This design comes from an exercise in tuning for small area, a short achievable clock period and few clock cycles on the open sky130 flow, not from production work. Where RTL was checked, it was by simulation tests only, not by an equivalence proof against the original.

==> module yuv_rgb_top, before the edit <==
module yuv_rgb_top #(
   parameter int PIXEL_PAIRS = 38400,  
   parameter int U_BASE      = 38400,
   parameter int V_BASE      = 57600,
   parameter int RGB_BASE    = 146944
) (
   input  logic        CLOCK,
   input  logic        Resetn,
   input  logic        start,
   output logic        done,
   output logic [17:0] sram_address,
   output logic [15:0] sram_write_data,
   input  logic [15:0] sram_read_data,
   output logic        sram_we_n
);
   localparam logic [16:0] WP_FIRST = 17'(RGB_BASE - 131072);
   localparam logic [16:0] WP_LAST  = 17'(RGB_BASE + 3 * PIXEL_PAIRS - 1 - 131072);
   logic        busy;      
   logic        pro;       
   logic [4:0]  q;         
   logic        w;         
   logic [15:0] yp;        
   logic [16:0] wp;        
   logic        we;        
   wire accept  = !busy && start;
   wire wr_next = busy && !pro && (q[4] || q[0] || q[2]) && !done;
   wire rd_y    = w && (q[1] || q[3]);
   wire [14:0] cidx = yp[15:1];  
   always_ff @(posedge CLOCK or negedge Resetn) begin
      if (!Resetn) begin
         busy <= 1'b0;
         we <= 1'b0;
         done <= 1'b0;
      end else begin
         busy <= busy ? !done : start;
         we <= wr_next;
         done <= wr_next && (wp == WP_LAST);
      end
   end
   always_ff @(posedge CLOCK) begin
      if (accept) begin
         q <= 5'b10000;    
         w <= 1'b1;
         pro <= 1'b1;
         yp <= 16'd1;
         wp <= WP_FIRST;
         sram_address <= '0;
      end else begin
         q <= {q[3:0], q[4]};
         if (q[4]) w <= !w;
         if (w && q[3]) pro <= 1'b0;
         if (rd_y) yp <= yp + 16'd1;
         if (wr_next) wp <= wp + 17'd1;
         if (q[1])
            sram_address <= w ? {2'b00, yp} : 18'(U_BASE) + 18'(cidx);
         else if (q[3])
            sram_address <= w ? {2'b00, yp} : 18'(V_BASE) + 18'(cidx);
         else
            sram_address <= {1'b1, wp};
      end
   end
   assign sram_we_n = !we;
   logic [15:0] yw, uw, vw;    
   logic [7:0]  x1;            
   logic [25:0] s, c, sq, cq;  
   logic [22:0] yb_e, yb_o;    
   logic [25:0] n_e, n_o;      
   logic [7:0]  l_e, l_o;      
   logic [7:0]  h1, h2;        
   always_ff @(posedge CLOCK) begin
      if ((!w && q[1]) || (w && q[4])) yw <= sram_read_data;
      if (!w && q[4]) uw <= sram_read_data;
      if (w && q[1]) vw <= sram_read_data;
      case (1'b1)
         q[0]: x1 <= yw[7:0];
         q[1]: x1 <= w ? sram_read_data[15:8] : vw[7:0];
         q[2], q[3]: x1 <= w ? uw[15:8] : uw[7:0];
         default: x1 <= w ? sram_read_data[15:8] : yw[15:8];
      endcase
      sq <= s;
      cq <= c;
      if (q[0] || q[1]) yb_e <= q[1] ? n_e[24:2] : 23'd0;
      if (q[1] || q[2]) yb_o <= q[2] ? n_o[24:2] : 23'd0;
      if (q[3] || q[4]) h1 <= q[3] ? l_e : l_o;    
      if (q[3] || q[0]) h2 <= l_o;                 
      sram_write_data[15:8] <= q[0] ? l_e : h1;    
      sram_write_data[7:0] <= q[4] ? l_e : h2;     
   end
   csc_mac_unit u_unit (
      .is_y(q[0] || q[1]), .is_r(q[2]), .is_g(q[3]), .is_b(q[4]),
      .x1(x1), .x2(w ? vw[15:8] : vw[7:0]), .s(s), .c(c)
   );
   rgb_clip_pack u_lane_e (.yb(yb_e), .s(sq), .c(cq), .n(n_e), .ch(l_e));
   rgb_clip_pack u_lane_o (.yb(yb_o), .s(sq), .c(cq), .n(n_o), .ch(l_o));
endmodule
export LEC_CHECK = 0
export ABC_AREA = 1
export CAP_MARGIN = 20
export CORE_MARGIN = 2
export CORE_UTILIZATION = 40
export CTS_BUF_LIST = sky130_fd_sc_hd__clkbuf_8
export SLEW_MARGIN = 20
create_clock -name core_clock -period 13.0 [get_ports {CLOCK}]
standard.sh (not shown) runs the stock make flow with config.mk's settings and CLKGATE_MAP_FILE= SYNTH_SCRIPT=/design/flow/synth_recipe.tcl, a recipe that flattens the netlist after the stock synthesis.
==> flow/flow/run.sh <==
#!/bin/bash
# The standard layout, with three changes to how it is made (the clock period
# and constraints are unchanged):
#  - timing repair aims at 9 ns of setup slack;
#  - the port buffers are buf_1 cells instead of the default delay buffers;
#  - clock tree synthesis (clkbuf_8 cells) adds no dummy loads.
# The make output goes to standard.log.
bash standard.sh "BUFFER_PORTS_ARGS=-buffer_cell sky130_fd_sc_hd__buf_1" \
  "CTS_ARGS=-sink_clustering_enable -repair_clock_nets -buf_list sky130_fd_sc_hd__clkbuf_8 -dont_use_dummy_load" \
  SETUP_SLACK_MARGIN=9 finish > standard.log 2>&1
Testbench counts at the start, summed over its fixed seeds: cycles 576,033.
Then changed:
--- a/flow/design.v
+++ b/flow/design.v
@@ -372,8 +372,8 @@
       endcase
       sq <= s;
       cq <= c;
-      if (q[0] || q[1]) yb_e <= q[1] ? n_e[24:2] : 23'd0;
-      if (q[1] || q[2]) yb_o <= q[2] ? n_o[24:2] : 23'd0;
+      if (q[1]) yb_e <= n_e[24:2];
+      if (q[2]) yb_o <= n_o[24:2];
       if (q[3] || q[4]) h1 <= q[3] ? l_e : l_o;    
       if (q[3] || q[0]) h2 <= l_o;                 
       sram_write_data[15:8] <= q[0] ? l_e : h1;    
@@ -383,6 +383,6 @@
       .is_y(q[0] || q[1]), .is_r(q[2]), .is_g(q[3]), .is_b(q[4]),
       .x1(x1), .x2(w ? vw[15:8] : vw[7:0]), .s(s), .c(c)
    );
-   rgb_clip_pack u_lane_e (.yb(yb_e), .s(sq), .c(cq), .n(n_e), .ch(l_e));
-   rgb_clip_pack u_lane_o (.yb(yb_o), .s(sq), .c(cq), .n(n_o), .ch(l_o));
+   rgb_clip_pack u_lane_e (.yb(q[1] ? 23'd0 : yb_e), .s(sq), .c(cq), .n(n_e), .ch(l_e));
+   rgb_clip_pack u_lane_o (.yb(q[2] ? 23'd0 : yb_o), .s(sq), .c(cq), .n(n_o), .ch(l_o));
 endmodule
What happened: The new run completed with no timing, DRC or antenna violations. Wire length drops by about 3%. Utilization grows by 0.47 points. Synthesized area rises by 2.6%. Clock skew goes up by 34 ps. First-iteration DRC count fell by about 10%. Cell count went up by about 5%. Maximum frequency decreases by 0.83%.
Testbench counts after the change, summed over its fixed seeds: cycles 576,033.

* * *

Another version of the RTL of yuv_rgb_top (not shown whole).
Size: ~1,700 cells after synthesis, ~55 I/O pins, roughly 0.017 sq mm of cells after synthesis.
==> module rgb_clip_pack, before the edit <==
module rgb_clip_pack (
   input  logic [22:0] yb,
   input  logic [25:0] s,
   input  logic [25:0] c,
   output logic [25:0] n,
   output logic [7:0]  ch
);
   logic [25:0] a, x, y;
   logic [16:0] lo;
   logic [9:0]  hi0, hi1;
   logic [7:0]  ch0, ch1;
   assign a = {1'b0, yb, 2'b00};
   assign x = a ^ s ^ c;
   assign y = {(a[24:0] & s[24:0]) | (a[24:0] & c[24:0]) | (s[24:0] & c[24:0]), 1'b0};
   assign n = x + y;
   assign lo = {1'b0, x[15:0]} + {1'b0, y[15:0]};
   assign hi0 = x[25:16] + y[25:16];
   assign hi1 = x[25:16] + y[25:16] + 10'd1;
   function automatic logic [7:0] clip(input logic [9:0] h);
      if (!h[9] && !(h[8] && h[7])) clip = 8'd0;          
      else if (h[9] && (h[8] || h[7])) clip = 8'd255;     
      else clip = {!h[7], h[6:0]};
   endfunction
   assign ch0 = clip(hi0);
   assign ch1 = clip(hi1);
   assign ch = lo[16] ? ch1 : ch0;
endmodule
export LEC_CHECK = 0
export CAP_MARGIN = 20
export CORE_MARGIN = 2
export CORE_UTILIZATION = 40
export SLEW_MARGIN = 20
create_clock -name core_clock -period 13.0 [get_ports {CLOCK}]
==> flow/flow/run.sh <==
#!/bin/bash
# The standard layout, with two changes to how it is made (the clock period
# and constraints are unchanged):
#  - timing repair aims at 9.3 ns of setup slack;
#  - the port buffers are buf_2 cells instead of the default delay buffers.
# The make output goes to standard.log.
bash standard.sh "BUFFER_PORTS_ARGS=-buffer_cell sky130_fd_sc_hd__buf_2" SETUP_SLACK_MARGIN=9.3 finish > standard.log 2>&1
Next try:
--- a/flow/design.v
+++ b/flow/design.v
@@ -278,30 +278,20 @@
    input  logic [25:0] s,
    input  logic [25:0] c,
    output logic [25:0] n,
    output logic [7:0]  ch
 );
    logic [25:0] a, x, y;
-   logic [16:0] lo;
-   logic [9:0]  hi0, hi1;
-   logic [7:0]  ch0, ch1;
+   logic low, high;
    assign a = {1'b0, yb, 2'b00};
    assign x = a ^ s ^ c;
    assign y = {(a[24:0] & s[24:0]) | (a[24:0] & c[24:0]) | (s[24:0] & c[24:0]), 1'b0};
    assign n = x + y;
-   assign lo = {1'b0, x[15:0]} + {1'b0, y[15:0]};
-   assign hi0 = x[25:16] + y[25:16];
-   assign hi1 = x[25:16] + y[25:16] + 10'd1;
-   function automatic logic [7:0] clip(input logic [9:0] h);
-      if (!h[9] && !(h[8] && h[7])) clip = 8'd0;          
-      else if (h[9] && (h[8] || h[7])) clip = 8'd255;     
-      else clip = {!h[7], h[6:0]};
-   endfunction
-   assign ch0 = clip(hi0);
-   assign ch1 = clip(hi1);
-   assign ch = lo[16] ? ch1 : ch0;
+   assign low = !n[25] && !(n[24] && n[23]);    
+   assign high = n[25] && (n[24] || n[23]);     
+   assign ch = low ? 8'd0 : high ? 8'd255 : {!n[23], n[22:16]};
 endmodule
 `timescale 1ns/10ps
 module yuv_rgb_top #(
    parameter int PIXEL_PAIRS = 38400,  
    parameter int U_BASE      = 38400,
    parameter int V_BASE      = 57600,
@@ -379,20 +369,20 @@
          q[1]: x1 <= w ? sram_read_data[15:8] : vw[7:0];
          q[2], q[3]: x1 <= w ? uw[15:8] : uw[7:0];
          default: x1 <= w ? sram_read_data[15:8] : yw[15:8];
       endcase
       sq <= s;
       cq <= c;
-      if (q[0] || q[1]) yb_e <= q[1] ? n_e[24:2] : 23'd0;
-      if (q[1] || q[2]) yb_o <= q[2] ? n_o[24:2] : 23'd0;
+      if (q[1]) yb_e <= n_e[24:2];
+      if (q[2]) yb_o <= n_o[24:2];
       if (q[3] || q[4]) h1 <= q[3] ? l_e : l_o;    
       if (q[3] || q[0]) h2 <= l_o;                 
       sram_write_data[15:8] <= q[0] ? l_e : h1;    
       sram_write_data[7:0] <= q[4] ? l_e : h2;     
    end
    csc_mac_unit u_unit (
       .is_y(q[0] || q[1]), .is_r(q[2]), .is_g(q[3]), .is_b(q[4]),
       .x1(x1), .x2(w ? vw[15:8] : vw[7:0]), .s(s), .c(c)
    );
-   rgb_clip_pack u_lane_e (.yb(yb_e), .s(sq), .c(cq), .n(n_e), .ch(l_e));
-   rgb_clip_pack u_lane_o (.yb(yb_o), .s(sq), .c(cq), .n(n_o), .ch(l_o));
+   rgb_clip_pack u_lane_e (.yb(q[1] ? 23'd0 : yb_e), .s(sq), .c(cq), .n(n_e), .ch(l_e));
+   rgb_clip_pack u_lane_o (.yb(q[2] ? 23'd0 : yb_o), .s(sq), .c(cq), .n(n_o), .ch(l_o));
 endmodule
Outcome: The new run passed the timing, design-rule and antenna checks; maximum frequency rises by 5.1%; non-clock buffer count rises by 3; global-route usage rises by 1.5 points; die area falls by 1.6%; routed wire length rises by 6.4%; final area rises by 1.6%; critical path depth rises by 3; clock skew falls by 0.0037 ns; setup slack gets better by 0.19 ns.
Testbench counts after the change, summed over its fixed seeds: cycles 576,033.
For the first run of this note, only the layout was checked, not whether the RTL still works.

* * *

Setup of exp/yarrow:
yuv_rgb_top, a different RTL version from the one above (not shown whole).
Size: roughly 250 flip-flops, ~55 I/O pins.
==> module yuv_rgb_top, before the edit <==
module yuv_rgb_top #(
   parameter int PIXEL_PAIRS = 38400,  
   parameter int U_BASE      = 38400,
   parameter int V_BASE      = 57600,
   parameter int RGB_BASE    = 146944
) (
   input  logic        CLOCK,
   input  logic        Resetn,
   input  logic        start,
   output logic        done,
   output logic [17:0] sram_address,
   output logic [15:0] sram_write_data,
   input  logic [15:0] sram_read_data,
   output logic        sram_we_n
);
   localparam logic [16:0] WP_FIRST = 17'(RGB_BASE - 131072);
   localparam logic [16:0] WP_LAST  = 17'(RGB_BASE + 3 * PIXEL_PAIRS - 1 - 131072);
   logic        busy;      
   logic        pro;       
   logic [4:0]  q;         
   logic        w;         
   logic [15:0] yp;        
   logic [16:0] wp;        
   wire accept  = !busy && start;
   wire wr_next = busy && !pro && (q[4] || q[0] || q[2]) && !done;
   wire rd_y    = w && (q[1] || q[3]);
   wire [14:0] cidx = yp[15:1];  
   always_ff @(posedge CLOCK or negedge Resetn) begin
      if (!Resetn) begin
         busy <= 1'b0;
         sram_we_n <= 1'b1;
         done <= 1'b0;
      end else begin
         busy <= busy ? !done : start;
         sram_we_n <= !wr_next;
         done <= wr_next && (wp == WP_LAST);
      end
   end
   always_ff @(posedge CLOCK) begin
      if (accept) begin
         q <= 5'b10000;    
         w <= 1'b1;
         pro <= 1'b1;
         yp <= 16'd1;
         wp <= WP_FIRST;
         sram_address <= '0;
      end else begin
         q <= {q[3:0], q[4]};
         if (q[4]) w <= !w;
         if (w && q[3]) pro <= 1'b0;
         if (rd_y) yp <= yp + 16'd1;
         if (wr_next) wp <= wp + 17'd1;
         if (q[1])
            sram_address <= w ? {2'b00, yp} : 18'(U_BASE) + 18'(cidx);
         else if (q[3])
            sram_address <= w ? {2'b00, yp} : 18'(V_BASE) + 18'(cidx);
         else
            sram_address <= {1'b1, wp};
      end
   end
   logic [15:0] yw, uw, vw;    
   logic [7:0]  x1;            
   logic [25:0] s, c, sq, cq;  
   logic [22:0] yb_e, yb_o;    
   logic [25:0] n_e, n_o;      
   logic [7:0]  l_e, l_o;      
   logic [7:0]  h1, h2;        
   always_ff @(posedge CLOCK) begin
      if ((!w && q[1]) || (w && q[4])) yw <= sram_read_data;
      if (!w && q[4]) uw <= sram_read_data;
      if (w && q[1]) vw <= sram_read_data;
      case (1'b1)
         q[0]: x1 <= yw[7:0];
         q[1]: x1 <= w ? sram_read_data[15:8] : vw[7:0];
         q[2], q[3]: x1 <= w ? uw[15:8] : uw[7:0];
         default: x1 <= w ? sram_read_data[15:8] : yw[15:8];
      endcase
      sq <= s;
      cq <= c;
      if (q[1]) yb_e <= n_e[24:2];
      if (q[2]) yb_o <= n_o[24:2];
      if (q[3] || q[4]) h1 <= q[3] ? l_e : l_o;    
      if (q[3] || q[0]) h2 <= l_o;                 
      sram_write_data[15:8] <= q[0] ? l_e : h1;    
      sram_write_data[7:0] <= q[4] ? l_e : h2;     
   end
   csc_mac_unit u_unit (
      .is_y(q[0] || q[1]), .is_r(q[2]), .is_g(q[3]), .is_b(q[4]),
      .x1(x1), .x2(w ? vw[15:8] : vw[7:0]), .s(s), .c(c)
   );
   rgb_clip_pack u_lane_e (.yb(q[1] ? 23'd0 : yb_e), .s(sq), .c(cq), .n(n_e), .ch(l_e));
   rgb_clip_pack u_lane_o (.yb(q[2] ? 23'd0 : yb_o), .s(sq), .c(cq), .n(n_o), .ch(l_o));
endmodule
==> flow/config.mk <==
export PLATFORM = sky130hd
export DESIGN_NAME = yuv_rgb_top
export DESIGN_NICKNAME = yuv_rgb_top
export VERILOG_FILES = /design/flow/design.v
export SDC_FILE = /design/flow/constraint.sdc
export NUM_CORES = 4
export LEC_CHECK = 0
export CAP_MARGIN = 20
export CORE_MARGIN = 2
export CORE_UTILIZATION = 40
export SLEW_MARGIN = 20
==> flow/constraint.sdc <==
create_clock -name core_clock -period 13.0 [get_ports {CLOCK}]
set_input_delay 2.6000 -clock core_clock [delete_from_list [all_inputs] [get_ports {CLOCK}]]
set_output_delay 2.6000 -clock core_clock [all_outputs]
set_load 0.01 [all_outputs]
==> flow/flow/run.sh <==
#!/bin/bash
# The standard layout, with two changes to how it is made (the clock period
# and constraints are unchanged):
#  - timing repair aims at 9 ns of setup slack;
#  - the port buffers are buf_2 cells instead of the default delay buffers.
# The make output goes to standard.log.
bash standard.sh "BUFFER_PORTS_ARGS=-buffer_cell sky130_fd_sc_hd__buf_2" SETUP_SLACK_MARGIN=9 finish > standard.log 2>&1
Changes in exp/quartz relative to exp/yarrow:
--- a/flow/design.v
+++ b/flow/design.v
@@ -311,24 +311,25 @@
    logic        busy;      
    logic        pro;       
    logic [4:0]  q;         
    logic        w;         
    logic [15:0] yp;        
    logic [16:0] wp;        
+   logic        we;        
    wire accept  = !busy && start;
    wire wr_next = busy && !pro && (q[4] || q[0] || q[2]) && !done;
    wire rd_y    = w && (q[1] || q[3]);
    wire [14:0] cidx = yp[15:1];  
    always_ff @(posedge CLOCK or negedge Resetn) begin
       if (!Resetn) begin
          busy <= 1'b0;
-         sram_we_n <= 1'b1;
+         we <= 1'b0;
          done <= 1'b0;
       end else begin
          busy <= busy ? !done : start;
-         sram_we_n <= !wr_next;
+         we <= wr_next;
          done <= wr_next && (wp == WP_LAST);
       end
    end
    always_ff @(posedge CLOCK) begin
       if (accept) begin
          q <= 5'b10000;    
@@ -348,12 +349,13 @@
          else if (q[3])
             sram_address <= w ? {2'b00, yp} : 18'(V_BASE) + 18'(cidx);
          else
             sram_address <= {1'b1, wp};
       end
    end
+   assign sram_we_n = !we;
    logic [15:0] yw, uw, vw;    
    logic [7:0]  x1;            
    logic [25:0] s, c, sq, cq;  
    logic [22:0] yb_e, yb_o;    
    logic [25:0] n_e, n_o;      
    logic [7:0]  l_e, l_o;      
[summary]
On number of fill cells in the layout, exp/quartz and exp/yarrow are basically level. On number of instances in the synthesized netlist, exp/quartz tracks exp/yarrow almost exactly. Average wire per standard cell down 0.30 um in exp/quartz wrt exp/yarrow. exp/yarrow → exp/quartz: final weighted congestion in routability-driven placement increased by 0.028 relative to the old numbers; total length of routed wires decreased by 1.7% relative to the old numbers. exp/quartz vs. exp/yarrow: number of synthesized flops with an enable pin held steady. Against exp/yarrow, worst slew margin relative to its limit in exp/quartz came out better. Any difference in initial core utilization between exp/yarrow and exp/quartz is small enough to ignore. Area of the die essentially unchanged between exp/yarrow and exp/quartz. Number of vias per cell after detailed routing, exp/quartz and exp/yarrow, lower one = exp/quartz. In terms of post-route cell area, exp/yarrow and exp/quartz differ only marginally.
Testbench counts of exp/quartz, summed over its fixed seeds: cycles 576,033.
Only the layout flow was run in exp/yarrow; the RTL was not checked for function there.

## afterwards: timing with drivers on the ports
In the flow no input, the clock included, has a driving cell. The finished layouts below were timed again as built, in two steps.
Step 1 assumes that a clkbuf_16 drives the clock port and a buf_2 every other input.
Step 2 also shifts input and output timing later by t, the mid clock arrival at the registers, as if the neighbouring blocks saw the same clock.
Three values: ideal, step 1, step 2; two values: the first two.
| run | t (ns) | slack for setup (ns) | worst setup path at the end | cell pins on the clock port's net |
|---|---|---|---|---|
| the first run of note 1 | 0.594 | 9.134 / 9.154 / 8.574 | input to register | 1 |
| the second run of note 1 | 0.624 | 9.102 / 9.123 / 8.499 | input to register | 1 |
| the first run of note 2 | 0.610 | 9.022 / 9.022 / 9.022 | register to register | 1 |
| the second run of note 2 | 0.613 | 9.216 / 9.216 / 8.953 | input to register | 1 |
| exp/yarrow | 0.601 | 9.041 / 9.041 / 8.749 | input to register | 1 |
| exp/quartz | 0.589 | 9.047 / 9.047 / 8.898 | input to register | 1 |
After both steps every run listed still meets setup and hold. For the second run of note 1, which loses most, drivers alone change the setup slack by +0.021 ns; drivers and shift together by -0.603 ns.
